Source: an optimization exercise on an open RTL-to-GDS flow (aim: a short achievable clock period and few clock cycles). Production flows keep margins and buffers that such runs may drop. Function not checked in this run: the RTL went through the layout flow alone. Power is estimated from default activity; no workload was simulated.

**flow/design.v**
```verilog
`timescale 1ns/1ps
`default_nettype none
module rv_core (
    input  logic             clk,
    input  logic             reset,
    output logic             imem_req,
    output logic [32-1:0] imem_addr,
    input  logic [32-1:0] imem_data,
    output logic             dmem_read,
    output logic             dmem_write,
    output logic [32-1:0] dmem_addr,
    output logic [32-1:0] dmem_wdata,
    input  logic [32-1:0] dmem_rdata
);
    function automatic logic [32:0] ks_carry(input logic [31:0] a, input logic [31:0] b,
                                             input logic cin);
        logic [31:0] g, p, gn, pn;
        g    = a & b;
        p    = a ^ b;
        g[0] = g[0] | (p[0] & cin);
        for (int l = 1; l < 32; l = l * 2) begin
            gn = g;
            pn = p;
            for (int i = l; i < 32; i++) begin
                gn[i] = g[i] | (p[i] & g[i - l]);
                pn[i] = p[i] & p[i - l];
            end
            g = gn;
            p = pn;
        end
        ks_carry = {g, cin};
    endfunction
    function automatic logic [31:0] ks_add(input logic [31:0] a, input logic [31:0] b,
                                           input logic cin);
        logic [32:0] c;
        c      = ks_carry(a, b, cin);
        ks_add = a ^ b ^ c[31:0];
    endfunction
    function automatic logic ks_lt(input logic [31:0] a, input logic [31:0] b);
        logic [32:0] c;
        c     = ks_carry(a, ~b, 1'b1);
        ks_lt = !c[32];
    endfunction
    logic             req_q;
    logic [31:0]      pc_f;
    localparam int    NBT = 8;
    logic [NBT-1:0]   bt_v;
    logic [9:0]       bt_tag [NBT];
    logic [31:0]      bt_tgt [NBT];
    logic [2:0]       bt_rr;
    logic             up_set;
    logic             up_clr;
    logic             up_new;
    logic [2:0]       up_idx;
    logic [9:0]       up_tag;
    logic [31:0]      up_tgt;
    logic             d_valid;
    logic             hold_q;
    logic [31:0]      hold_inst;
    logic [31:0]      a_pc,   h_pc;
    logic             a_bp,   h_bp;
    logic [31:0]      a_btgt, h_btgt;
    logic [2:0]       a_bidx, h_bidx;
    logic             e_valid;
    logic [4:0]       e_rd;
    logic             e_we;
    logic             e_is_load;
    logic             e_is_store;
    logic [31:0]      e_a;        
    logic [31:0]      e_b;        
    logic [31:0]      e_sd;       
    logic [31:0]      e_add_a;    
    logic [31:0]      e_add_b;    
    logic [3:0]       s_add_a, s_add_b;
    logic [3:0]       s_sub_a, s_sub_b;
    logic [3:0]       s_slt_a, s_slt_b;
    logic [3:0]       s_sll_a, s_sll_b;
    logic [3:0]       s_sr_a,  s_sr_b;
    logic [3:0]       s_log_a, s_log_b;
    logic [2:0]       s_br_a,  s_br_b;
    logic [3:0]       s_sd;
    logic             e_slt_signed;
    logic             e_sra;
    logic             e_op_xor, e_op_or, e_op_and;
    logic             e_br_signed;
    logic             e_br_eq, e_br_ne, e_br_lt, e_br_ge;
    logic             e_pred;
    logic             e_jal;
    logic             e_bhit;
    logic [2:0]       e_bidx;
    logic             e_isbr;
    logic [31:0]      e_pc;
    logic [31:0]      e_tgt;
    logic [31:0]      e_ptgt;
    logic [31:0]      e_pc4;
    logic             m_we;
    logic             m_is_load;
    logic [4:0]       m_rd;
    logic [31:0]      r_m;
    logic             rd_q;
    logic             wr_q;
    logic [31:0]      wdata_q;
    logic             w_we;
    logic             w_is_load;
    logic [4:0]       w_rd;
    logic [31:0]      r_w;
    logic [31:0]      regs [1:31];
    assign imem_req   = req_q;
    assign imem_addr  = pc_f;
    assign dmem_read  = rd_q;
    assign dmem_write = wr_q;
    assign dmem_addr  = r_m;
    assign dmem_wdata = wdata_q;
    logic [31:0] w_val;
    assign w_val = w_is_load ? dmem_rdata : r_w;
    always_ff @(posedge clk) begin
        if (w_we) begin
            regs[w_rd] <= w_val;
        end
    end
    logic [31:0] d_inst;
    logic [31:0] d_pc;
    logic        d_bp;
    logic [31:0] d_btgt;
    logic [2:0]  d_bidx;
    assign d_inst = hold_q ? hold_inst : imem_data;
    assign d_pc   = hold_q ? h_pc : a_pc;
    assign d_bp   = hold_q ? h_bp : a_bp;
    assign d_btgt = hold_q ? h_btgt : a_btgt;
    assign d_bidx = hold_q ? h_bidx : a_bidx;
    logic [6:0] opc;
    logic [4:0] rd, rs1, rs2;
    logic [2:0] f3;
    logic       alt;
    assign opc = d_inst[6:0];
    assign rd  = d_inst[11:7];
    assign f3  = d_inst[14:12];
    assign rs1 = d_inst[19:15];
    assign rs2 = d_inst[24:20];
    assign alt = d_inst[30];
    logic is_r, is_i, is_ld, is_st, is_br, is_jal;
    assign is_r   = (opc == 7'b0110011);
    assign is_i   = (opc == 7'b0010011);
    assign is_ld  = (opc == 7'b0000011);
    assign is_st  = (opc == 7'b0100011);
    assign is_br  = (opc == 7'b1100011);
    assign is_jal = (opc == 7'b1101111);
    logic uses1, uses2, d_we;
    assign uses1 = is_r | is_i | is_ld | is_st | is_br;
    assign uses2 = is_r | is_st | is_br;
    assign d_we  = (is_r | is_i | is_ld | is_jal) && (rd != 5'd0);
    logic [31:0] imm_i, imm_s, imm_b, imm_j;
    assign imm_i = {{20{d_inst[31]}}, d_inst[31:20]};
    assign imm_s = {{20{d_inst[31]}}, d_inst[31:25], d_inst[11:7]};
    assign imm_b = {{19{d_inst[31]}}, d_inst[31], d_inst[7], d_inst[30:25], d_inst[11:8], 1'b0};
    assign imm_j = {{11{d_inst[31]}}, d_inst[31], d_inst[19:12], d_inst[20], d_inst[30:21], 1'b0};
    logic [31:0] rf1, rf2, rv1, rv2;
    assign rf1 = (rs1 == 5'd0) ? 32'd0 : regs[rs1];
    assign rf2 = (rs2 == 5'd0) ? 32'd0 : regs[rs2];
    assign rv1 = (w_we && w_rd == rs1) ? w_val : rf1;
    assign rv2 = (w_we && w_rd == rs2) ? w_val : rf2;
    logic e_hit1, e_hit2, m_hit1, m_hit2;
    assign e_hit1 = e_valid && e_we && (e_rd == rs1);
    assign e_hit2 = e_valid && e_we && (e_rd == rs2);
    assign m_hit1 = m_we && (m_rd == rs1);
    assign m_hit2 = m_we && (m_rd == rs2);
    logic [3:0] src1, src2;
    assign src1[0] = !(e_hit1 || m_hit1);
    assign src1[1] = e_hit1;
    assign src1[2] = !e_hit1 && m_hit1 && !m_is_load;
    assign src1[3] = !e_hit1 && m_hit1 && m_is_load;
    assign src2[0] = !(e_hit2 || m_hit2);
    assign src2[1] = e_hit2;
    assign src2[2] = !e_hit2 && m_hit2 && !m_is_load;
    assign src2[3] = !e_hit2 && m_hit2 && m_is_load;
    logic e_ld_hit, m_ld_hit, stall;
    assign e_ld_hit = e_valid && e_is_load && e_we &&
                      ((uses1 && e_rd == rs1) || (uses2 && e_rd == rs2));
    assign m_ld_hit = m_we && m_is_load && ((m_rd == rs1) || (m_rd == rs2));
    assign stall    = d_valid && (e_ld_hit || (is_br && m_ld_hit));
    logic        br_live;
    logic        pred_br;
    logic        pred_d;
    logic        redirect_d;
    logic [31:0] tgt_d;
    logic [31:0] pc_plus4_d;
    logic [31:0] br_tgt_d;
    assign br_live    = is_br && (f3[2] || !f3[1]);
    assign pred_br    = br_live && d_inst[31];
    assign pred_d     = !d_bp && (is_jal || pred_br);
    logic [31:0] jal_tgt_d;
    assign br_tgt_d   = ks_add(d_pc, imm_b, 1'b0);
    assign jal_tgt_d  = ks_add(d_pc, imm_j, 1'b0);
    assign tgt_d      = is_jal ? jal_tgt_d : br_tgt_d;
    assign pc_plus4_d = d_pc + 32'd4;
    logic u_add, u_sub, u_slt, u_sll, u_sr, u_log;
    assign u_add = ((is_r || is_i) && f3 == 3'b000 && !(is_r && alt)) || is_ld || is_st || is_jal;
    assign u_sub = is_r && f3 == 3'b000 && alt;
    assign u_slt = (is_r || is_i) && (f3 == 3'b010 || f3 == 3'b011);
    assign u_sll = (is_r || is_i) && f3 == 3'b001;
    assign u_sr  = (is_r || is_i) && f3 == 3'b101;
    assign u_log = (is_r || is_i) && (f3 == 3'b100 || f3 == 3'b110 || f3 == 3'b111);
    function automatic logic [31:0] pick4(input logic [3:0] s, input logic [31:0] v,
                                          input logic [31:0] m, input logic [31:0] w,
                                          input logic [31:0] l);
        pick4 = ({32{s[0]}} & v) | ({32{s[1]}} & m) | ({32{s[2]}} & w) | ({32{s[3]}} & l);
    endfunction
    function automatic logic [31:0] pick3(input logic [2:0] s, input logic [31:0] v,
                                          input logic [31:0] m, input logic [31:0] w);
        pick3 = ({32{s[0]}} & v) | ({32{s[1]}} & m) | ({32{s[2]}} & w);
    endfunction
    logic [31:0] add_a, add_b, sub_a, sub_b, slt_a, slt_b, sll_a, sll_b;
    logic [31:0] sr_a, sr_b, log_a, log_b, br_a, br_b, sd;
    assign add_a = pick4(s_add_a, e_add_a, r_m, r_w, dmem_rdata);
    assign add_b = pick4(s_add_b, e_add_b, r_m, r_w, dmem_rdata);
    assign sub_a = pick4(s_sub_a, e_a, r_m, r_w, dmem_rdata);
    assign sub_b = pick4(s_sub_b, e_b, r_m, r_w, dmem_rdata);
    assign slt_a = pick4(s_slt_a, e_a, r_m, r_w, dmem_rdata);
    assign slt_b = pick4(s_slt_b, e_b, r_m, r_w, dmem_rdata);
    assign sll_a = pick4(s_sll_a, e_a, r_m, r_w, dmem_rdata);
    assign sll_b = pick4(s_sll_b, e_b, r_m, r_w, dmem_rdata);
    assign sr_a  = pick4(s_sr_a, e_a, r_m, r_w, dmem_rdata);
    assign sr_b  = pick4(s_sr_b, e_b, r_m, r_w, dmem_rdata);
    assign log_a = pick4(s_log_a, e_a, r_m, r_w, dmem_rdata);
    assign log_b = pick4(s_log_b, e_b, r_m, r_w, dmem_rdata);
    assign br_a  = pick3(s_br_a, e_a, r_m, r_w);
    assign br_b  = pick3(s_br_b, e_b, r_m, r_w);
    assign sd    = pick4(s_sd, e_sd, r_m, r_w, dmem_rdata);
    logic [31:0] y_add, y_sub, y_slt, y_sll, y_sr, y_log;
    assign y_add = ks_add(add_a, add_b, 1'b0);
    assign y_sub = ks_add(sub_a, ~sub_b, 1'b1);
    assign y_slt = {31'd0, ks_lt({slt_a[31] ^ e_slt_signed, slt_a[30:0]},
                                 {slt_b[31] ^ e_slt_signed, slt_b[30:0]})};
    assign y_sll = sll_a << sll_b[4:0];
    assign y_sr  = $unsigned($signed({e_sra & sr_a[31], sr_a}) >>> sr_b[4:0]);
    assign y_log = ({32{e_op_xor}} & (log_a ^ log_b)) |
                   ({32{e_op_or}}  & (log_a | log_b)) |
                   ({32{e_op_and}} & (log_a & log_b));
    logic br_eq, br_lt;
    assign br_eq = (br_a == br_b);
    assign br_lt = ks_lt({br_a[31] ^ e_br_signed, br_a[30:0]}, {br_b[31] ^ e_br_signed, br_b[30:0]});
    logic taken, tgt_ok, redir_tk, redir_nt, redirect_e;
    assign taken      = e_jal | (e_br_eq & br_eq) | (e_br_ne & !br_eq) |
                        (e_br_lt & br_lt) | (e_br_ge & !br_lt);
    assign tgt_ok     = (e_ptgt == e_tgt);
    assign redir_tk   = e_valid && taken && !(e_pred && tgt_ok);
    assign redir_nt   = e_valid && !taken && e_pred;
    assign redirect_e = redir_tk || redir_nt;
    assign redirect_d = d_valid && !stall && !redirect_e && pred_d;
    logic [NBT-1:0] f_hit;
    logic           f_bp;
    logic [31:0]    f_btgt;
    logic [2:0]     f_bidx;
    always_comb begin
        f_btgt = '0;
        f_bidx = '0;
        for (int i = 0; i < NBT; i++) begin
            f_hit[i] = bt_v[i] && (bt_tag[i] == pc_f[11:2]);
            f_btgt   = f_btgt | ({32{f_hit[i]}} & bt_tgt[i]);
            f_bidx   = f_bidx | ({3{f_hit[i]}} & 3'(i));
        end
    end
    assign f_bp = |f_hit;
    always_ff @(posedge clk) begin
        if (reset) begin
            up_set <= 1'b0;
            up_clr <= 1'b0;
            up_new <= 1'b0;
        end else begin
            up_set <= e_valid && e_isbr && taken && !(e_bhit && tgt_ok);
            up_clr <= e_valid && e_bhit && !taken;
            up_new <= !e_bhit;
        end
        up_idx <= e_bhit ? e_bidx : bt_rr;
        up_tag <= e_pc[11:2];
        up_tgt <= e_tgt;
    end
    always_ff @(posedge clk) begin
        if (reset) begin
            bt_v  <= '0;
            bt_rr <= '0;
        end else begin
            if (up_set) begin
                bt_v[up_idx] <= 1'b1;
                if (up_new) begin
                    bt_rr <= bt_rr + 3'd1;
                end
            end else if (up_clr) begin
                bt_v[up_idx] <= 1'b0;
            end
        end
    end
    always_ff @(posedge clk) begin
        if (up_set) begin
            bt_tag[up_idx] <= up_tag;
            bt_tgt[up_idx] <= up_tgt;
        end
    end
    always_ff @(posedge clk) begin
        if (reset) begin
            req_q <= 1'b0;
            pc_f  <= 32'h0000_0000;
        end else begin
            req_q <= 1'b1;
            if (redir_tk) begin
                pc_f <= e_tgt;
            end else if (redir_nt) begin
                pc_f <= e_pc4;
            end else if (redirect_d) begin
                pc_f <= tgt_d;
            end else if (req_q && !stall) begin
                pc_f <= f_bp ? f_btgt : pc_f + 32'd4;
            end
        end
    end
    always_ff @(posedge clk) begin
        if (reset || redirect_e) begin
            d_valid <= 1'b0;
            hold_q  <= 1'b0;
        end else if (stall) begin
            hold_q  <= 1'b1;
        end else begin
            d_valid <= req_q && !redirect_d;
            hold_q  <= 1'b0;
        end
    end
    always_ff @(posedge clk) begin
        hold_inst <= d_inst;
        h_pc      <= d_pc;
        h_bp      <= d_bp;
        h_btgt    <= d_btgt;
        h_bidx    <= d_bidx;
        a_pc      <= pc_f;
        a_bp      <= f_bp;
        a_btgt    <= f_btgt;
        a_bidx    <= f_bidx;
    end
    logic d_go;
    assign d_go = d_valid && !stall && !redirect_e && !reset;
    logic br_mode_eq, br_mode_ne, br_mode_lt, br_mode_ge;
    assign br_mode_eq = br_live && f3 == 3'b000;
    assign br_mode_ne = br_live && f3 == 3'b001;
    assign br_mode_lt = br_live && f3[2] && !f3[0];
    assign br_mode_ge = br_live && f3[2] && f3[0];
    always_ff @(posedge clk) begin
        e_valid    <= d_go;
        e_we       <= d_go && d_we;
        e_is_load  <= d_go && is_ld;
        e_is_store <= d_go && is_st;
        e_pred     <= d_go && (d_bp || is_jal || pred_br);
        e_jal      <= d_go && is_jal;
        e_bhit     <= d_go && d_bp;
        e_isbr     <= d_go && br_live;
        e_br_eq    <= d_go && br_mode_eq;
        e_br_ne    <= d_go && br_mode_ne;
        e_br_lt    <= d_go && br_mode_lt;
        e_br_ge    <= d_go && br_mode_ge;
        s_add_a    <= {4{d_go && u_add}} & (is_jal ? 4'b0001 : src1);
        s_add_b    <= {4{d_go && u_add}} & (is_r ? src2 : 4'b0001);
        s_sub_a    <= {4{d_go && u_sub}} & src1;
        s_sub_b    <= {4{d_go && u_sub}} & src2;
        s_slt_a    <= {4{d_go && u_slt}} & src1;
        s_slt_b    <= {4{d_go && u_slt}} & (is_r ? src2 : 4'b0001);
        s_sll_a    <= {4{d_go && u_sll}} & src1;
        s_sll_b    <= {4{d_go && u_sll}} & (is_r ? src2 : 4'b0001);
        s_sr_a     <= {4{d_go && u_sr}} & src1;
        s_sr_b     <= {4{d_go && u_sr}} & (is_r ? src2 : 4'b0001);
        s_log_a    <= {4{d_go && u_log}} & src1;
        s_log_b    <= {4{d_go && u_log}} & (is_r ? src2 : 4'b0001);
        s_br_a     <= {3{d_go && br_live}} & src1[2:0];
        s_br_b     <= {3{d_go && br_live}} & src2[2:0];
        s_sd       <= {4{d_go && is_st}} & src2;
    end
    always_ff @(posedge clk) begin
        e_rd         <= rd;
        e_a          <= rv1;
        e_b          <= (is_r || is_br) ? rv2 : imm_i;
        e_sd         <= rv2;
        e_add_a      <= is_jal ? d_pc : rv1;
        e_add_b      <= is_r ? rv2 : is_jal ? 32'd4 : is_st ? imm_s : imm_i;
        e_slt_signed <= (f3 == 3'b010);
        e_sra        <= alt;
        e_op_xor     <= (f3 == 3'b100);
        e_op_or      <= (f3 == 3'b110);
        e_op_and     <= (f3 == 3'b111);
        e_br_signed  <= !f3[1];
        e_bidx       <= d_bidx;
        e_pc         <= d_pc;
        e_tgt        <= tgt_d;
        e_ptgt       <= d_bp ? d_btgt : tgt_d;
        e_pc4        <= pc_plus4_d;
    end
    always_ff @(posedge clk) begin
        if (reset) begin
            m_we      <= 1'b0;
            m_is_load <= 1'b0;
            rd_q      <= 1'b0;
            wr_q      <= 1'b0;
            w_we      <= 1'b0;
            w_is_load <= 1'b0;
        end else begin
            m_we      <= e_we;
            m_is_load <= e_is_load;
            rd_q      <= e_is_load;
            wr_q      <= e_is_store;
            w_we      <= m_we;
            w_is_load <= m_is_load;
        end
    end
    always_ff @(posedge clk) begin
        m_rd    <= e_rd;
        r_m     <= y_add | y_sub | y_slt | y_sll | y_sr | y_log;
        wdata_q <= sd;
        w_rd    <= m_rd;
        r_w     <= r_m;
    end
endmodule
`default_nettype wire
```
**flow/flow/run.sh**
```bash
#!/bin/bash
set -euo pipefail
cd "$(dirname "${BASH_SOURCE[0]}")/.."
bash standard.sh SETUP_SLACK_MARGIN=6.4 finish > flow_standard.log 2>&1
```
**flow/standard.sh**
```bash
#!/bin/bash
# synth_recipe.tcl (not shown) runs the flow's synth.tcl, then flattens the netlist and writes it again
# the make line also repeats each setting of config.mk as NAME=value (left out here)
make -C /OpenROAD-flow-scripts/flow DESIGN_CONFIG=/design/flow/config.mk WORK_HOME=/design/flow/orfs CLKGATE_MAP_FILE= SYNTH_SCRIPT=/design/flow/synth_recipe.tcl "${@:-finish}"
```
**flow/config.mk**
```make
export PLATFORM = sky130hd
export DESIGN_NAME = rv_core
export DESIGN_NICKNAME = rv_core
export VERILOG_FILES = /design/flow/design.v
export SDC_FILE = /design/flow/constraint.sdc
export NUM_CORES = 4
export LEC_CHECK = 0
export ABC_CLOCK_PERIOD_IN_PS = 3000
export CAP_MARGIN = 20
export CORE_MARGIN = 2
export CORE_UTILIZATION = 40
export SLEW_MARGIN = 20
```
**flow/constraint.sdc**
```tcl
create_clock -name core_clock -period 10.0 [get_ports {clk}]
set_input_delay 2.0000 -clock core_clock [delete_from_list [all_inputs] [get_ports {clk}]]
set_output_delay 2.0000 -clock core_clock [all_outputs]
set_load 0.01 [all_outputs]
```
==> results.txt <==
==> what timing repair did <==
item	4_1_cts	5_1_grt
buffers inserted	589	207
endpoints found under the setup margin	855	415
resized for setup	2085	850
gates cloned	130	26
hold endpoints to repair	0	0
pin swaps	531	488
==> layout make-up <==
type | instances | area (um^2) | share of cell area [%]
diodes | 9 | 22.5 | 0.0163
multi-input cells | 7529 | 54200 | 39.2
repair buffers | 1379 | 16900 | 12.2
inverters | 285 | 1260 | 0.915
flip-flops and latches | 2029 | 54100 | 39.2
well taps | 3384 | 4230 | 3.06
clock inverters | 115 | 1410 | 1.02
repair inverters | 21 | 335 | 0.243
clock buffers | 282 | 5720 | 4.14
==> power groups by stage <==
stage / registers (mW) / clock network, mW / logic (mW)
after floorplan: 9.33 / 0 / 0.830
after global placement: 9.46 / 0 / 1.34
after detailed placement: 9.46 / 0 / 1.35
after CTS: 9.27 / 8.13 / 2.03
after global routing: 9.29 / 8.47 / 2.40
final: 9.29 / 8.16 / 2.40
==> cells in the mapped netlist, types with 45 or more instances <==
master and count:
sky130_fd_sc_hd__nand2_1 2420, sky130_fd_sc_hd__edfxtp_1 1331, sky130_fd_sc_hd__clkbuf_1 772, sky130_fd_sc_hd__nand3_1 743, sky130_fd_sc_hd__dfxtp_1 698, sky130_fd_sc_hd__a22oi_1 679
sky130_fd_sc_hd__nor2_1 593, sky130_fd_sc_hd__a311oi_1 382, sky130_fd_sc_hd__a21oi_1 338, sky130_fd_sc_hd__inv_1 279, sky130_fd_sc_hd__ha_1 238, sky130_fd_sc_hd__and3_1 213
sky130_fd_sc_hd__xnor2_1 198, sky130_fd_sc_hd__mux2i_1 188, sky130_fd_sc_hd__o21ai_0 176, sky130_fd_sc_hd__a31oi_1 124, sky130_fd_sc_hd__nor3_1 122, sky130_fd_sc_hd__a221oi_1 100
sky130_fd_sc_hd__a22o_1 98, sky130_fd_sc_hd__a222oi_1 96, sky130_fd_sc_hd__mux2_2 82, sky130_fd_sc_hd__xor2_1 81, sky130_fd_sc_hd__nand4_1 77, sky130_fd_sc_hd__a21o_1 72
sky130_fd_sc_hd__buf_1 64, sky130_fd_sc_hd__a211oi_1 57, sky130_fd_sc_hd__o22ai_1 46, sky130_fd_sc_hd__o211ai_1 45
==> worst max-delay path by stage <==
stage	cells after the start	slack (ns)	to	start
global route	18	5.46	pc_f[29]$_SDFFE_PP0P_	s_br_a[0]$_DFF_P_
floorplan	16	4.81	pc_f[29]$_SDFFE_PP0P_	imem_data[19]
global placement	12	3.13	e_add_b[30]$_DFF_P_	imem_data[21]
finish	19	5.48	pc_f[29]$_SDFFE_PP0P_	e_a[26]$_DFF_P_
detailed placement	12	3.16	e_add_b[30]$_DFF_P_	imem_data[21]
CTS	17	5.73	r_m[26]$_DFF_P_	dmem_rdata[0]
==> per-stage QoR <==
stage	cells	hold WS (ns)	setup slack (ns)	area, um^2
after floorplan	10700	0.331	4.81	105000
after global placement	13700	0.346	3.13	110000
after detailed placement	13700	0.342	3.16	110000
after CTS	14800	0.333	5.73	132000
after global routing	15000	0.347	5.46	138000
final	15000	0.336	5.48	138000
==> worst max-delay path, delay by kind of cell, from the launching register on <==
family	cells	cell delay [ns]
flip-flops	1	0.58
buffers and inverters	7	1.05
multiplexers	1	0.26
adder cells (fa/ha/maj)	1	0.30
AND/OR/NAND/NOR	6	1.18
AO/OA/AOI/OAI	4	0.95
==> logic make-up after synthesis <==
kind of cell / after synthesis / synth area share, %
simple gates: 4348 / 18.2
compound gates: 2370 / 17.0
flops: 2029 / 52.3
buf+inv: 1162 / 4.32
xor+xnor: 282 / 2.42
mux: 279 / 2.89
fa+ha+maj: 242 / 2.96
==> metal layers <==
layer	part of all wire, %	GRT usage (%)	up-vias
met2	40	53.0	9643
met1	34	46.2	49500
met3	16	13.9	2880
met4	10	28.1	20
li1	-	-	41000
met5	0.050	0.0913	-
==> results.txt <==
Placed design
In this run the tool buffered the top-level ports with 164 buffer cells. Detailed placement finished with a half-perimeter wire length of 272 mm. The global placement routability congestion is 1.01.

Critical path
The kind of start point of the critical path is a flip-flop. The largest stage delay on the critical path is 0.58 ns. The sort of element at the end of the critical path is a flip-flop.

The cell type of the slowest stage on the worst timing path is sky130_fd_sc_hd__dfxtp_1. The top fanout value on the critical path is 6. Data on the critical path arrives at its endpoint at 5.30 ns. The endpoint of the worst register-to-register path is pc_f[29]$_SDFFE_PP0P_. The required time of the worst setup path is 10.78 ns. The worst register-to-register path begins at e_a[26]$_DFF_P_. The number of cells on the worst reg-to-reg path is 19. The slack of the worst reg-to-reg path is 5.48 ns. The critical path in this run is classified as flip-flop to flip-flop. The cell type with the highest occurrence count on the critical path is sky130_fd_sc_hd__buf_4. The signal on the critical path passes through a222oi_1 -> inv_1 -> ha_1 -> nand4_1 -> nor4_4 -> buf_4 -> nand4_1 -> mux2i_2 -> o311ai_4 -> buf_6 -> o21ai_4 -> buf_12 -> nand2_8 -> buf_4 -> buf_8 -> nor2_4 -> buf_4 -> nand3_1 -> o41ai_2.

Floorplanning
The die extent in y is 512 um. The floorplan step defined a die boundary enclosing 262000 um^2. The cell row count is 186. The number of ports placed on the die boundary is 165. The placeable core area is 257000 um^2.

Once the floorplan was initialized, standard cells occupied 40.2% of the core. The horizontal die dimension is 512 um.

Clock tree
The root buffer cell chosen for the clock tree is sky130_fd_sc_hd__clkbuf_16. After clock tree synthesis, the clock-pin slew on the worst setup and hold paths is 0.07 ns. TritonCTS built the clock tree. The quantity of hold-fixing buffers added after cts is 0.

The clock net sink count is 2029. The H-tree was split into 4 levels. The longest clock path from root to sink contains 3 buffers. The clock latency on the worst-skew pair is 0.96 ns. The clock buffer count from CTS is 209.

Final layout
The top cell types in the final layout, fill and taps aside, are sky130_fd_sc_hd__nand2_1 (2246), sky130_fd_sc_hd__edfxtp_1 (1331), sky130_fd_sc_hd__nand3_1 (688). The register with the most flip-flops in the final layout is regs. The core occupancy in the finished layout is 53.8%.

The total number of nets in the final design is 11800. The register with the most flip-flops in the layout has 992 of them. The fraction of layout instances using a drive strength above 1 is 27.9%. Leaving out fill and tap cells, the most frequent cell in the layout is sky130_fd_sc_hd__nand2_1. The largest registers in the layout are regs x992, bt_tgt x256, bt_tag x80. Compared with the post-synthesis result, the final layout area differs by 34.0%. The filler cells instantiated in the layout total 21400.

Timing
The clock period could shrink to 4.52 ns. Setup repair after global routing could not meet its margin everywhere. The period utilization is 45.2%. The number of hold violations in the final report is 0. Setup violations remaining at the end of the flow were counted as 0. Static timing analysis puts the maximum clock frequency at 221 MHz. The final count of pins violating max slew is 0. Clock skew on the completed layout was measured at 0.102 ns.

The setup total negative slack is 0 ns. The measured slew at the worst slew-check pin is 1.38 ns. In this run the tightest slew margin relative to its limit is 8.09%.

Power and ir drop
Of the total power, registers draw 46.8%. VDD sags by at most 0.155 mV. The cell leakage power is 52.3 nW. The internal power of the cells totals 14.5 mW. Net switching is 27.0% of the power.

In this run, the combinational gates consume 12.1% of the power. Total power for the finished layout comes to 19.9 mW. The clock network is responsible for 41.1% of the overall power.

Summed over all nets, the switching power comes to 5.36 mW. Dividing total power by cell area gives a power density of 144 nW/um^2.

Job
The number of max-capacitance violations reported is 0.

Outcome
The flow ran to the end and the layout has no timing, DRC or antenna violations.

Route
The final layout contains routed wiring with a total length of 526 mm. The first TritonRoute pass finished after 13 iterations. The count of nets left with antenna violations once routing finished came out at 0. After detailed routing, the number of remaining DRC violations is 0. Dividing the detail-routed via count by the number of cells gives 6.86. The routed length per placed instance is 35.0 um. The detailed router placed 103000 vias in this run. In this run, the number of DRC markers left after iteration 0 of detailed routing was 19900.

Synthesis
The sequential fraction of the synthesis area is 52.3%. The number of enable flip-flop cells after synthesis is 1331. The number of nets in the synthesized netlist is 11000.

In this run, distinct cell masters in the synthesized netlist total 102. The number of instances in the synthesized netlist is 10700. Of all cell types, the one taking the most synthesized area is sky130_fd_sc_hd__edfxtp_1. Yosys attributes the largest share of cell area to sky130_fd_sc_hd__edfxtp_1 (39%), sky130_fd_sc_hd__dfxtp_1 (14%), sky130_fd_sc_hd__nand2_1 (8.8%).

The total of warnings raised by yosys is 1. In this run, synthesis produced a sequential element count of 2029. The average cell area after synthesis is 9.63 um^2. The share of synthesized area in the top cell type comes to 38.7%. The total standard cell area after synthesis is 103000 um^2. The share of flip-flops with an asynchronous set or reset is 0%. The main flop type after synthesis is sky130_fd_sc_hd__edfxtp_1.

Hold path
The cell depth of the worst min-delay path is 0. The capture endpoint of the worst hold path is up_tag[8]$_DFF_P_. The class of the most critical hold timing path is flip-flop to flip-flop.

The worst min-delay path startpoint is e_pc[10]$_DFF_P_.

GRT
Global routing finished with a remaining overflow of 0. The initial antenna violation count came to 21. Across every metal layer, demand over resource in global routing totals 37.4%. The first global-routing pass estimated 710 mm of wire. Entering global routing, the biggest net connects 96 pins.

The number of global-route vias before repair is 94100.

-- re-timing with driven ports --
How much do the figures lean on ideal ports? The routed layout below was timed once more, with nothing changed but the port constraints. Step 1, drivers: a clkbuf_16 drives clk and a buf_2 each remaining input, both assumed. Step 2, shift: input delay + t, output delay - t, t = (earliest + latest rising clock arrival at the registers) / 2. This alone moves slack from input paths to output paths. a / b / c = ideal ports / drivers / drivers and shift; a / b = the first two.
t, ns: 1.007
slack for setup (ns): 5.480 / 5.480 / 4.610
worst data-port slew with drivers (ns): 0.12
After both steps this run still meets setup and hold. The setup slack of this run moves by 0.000 ns with the drivers and by -0.870 ns with both steps.
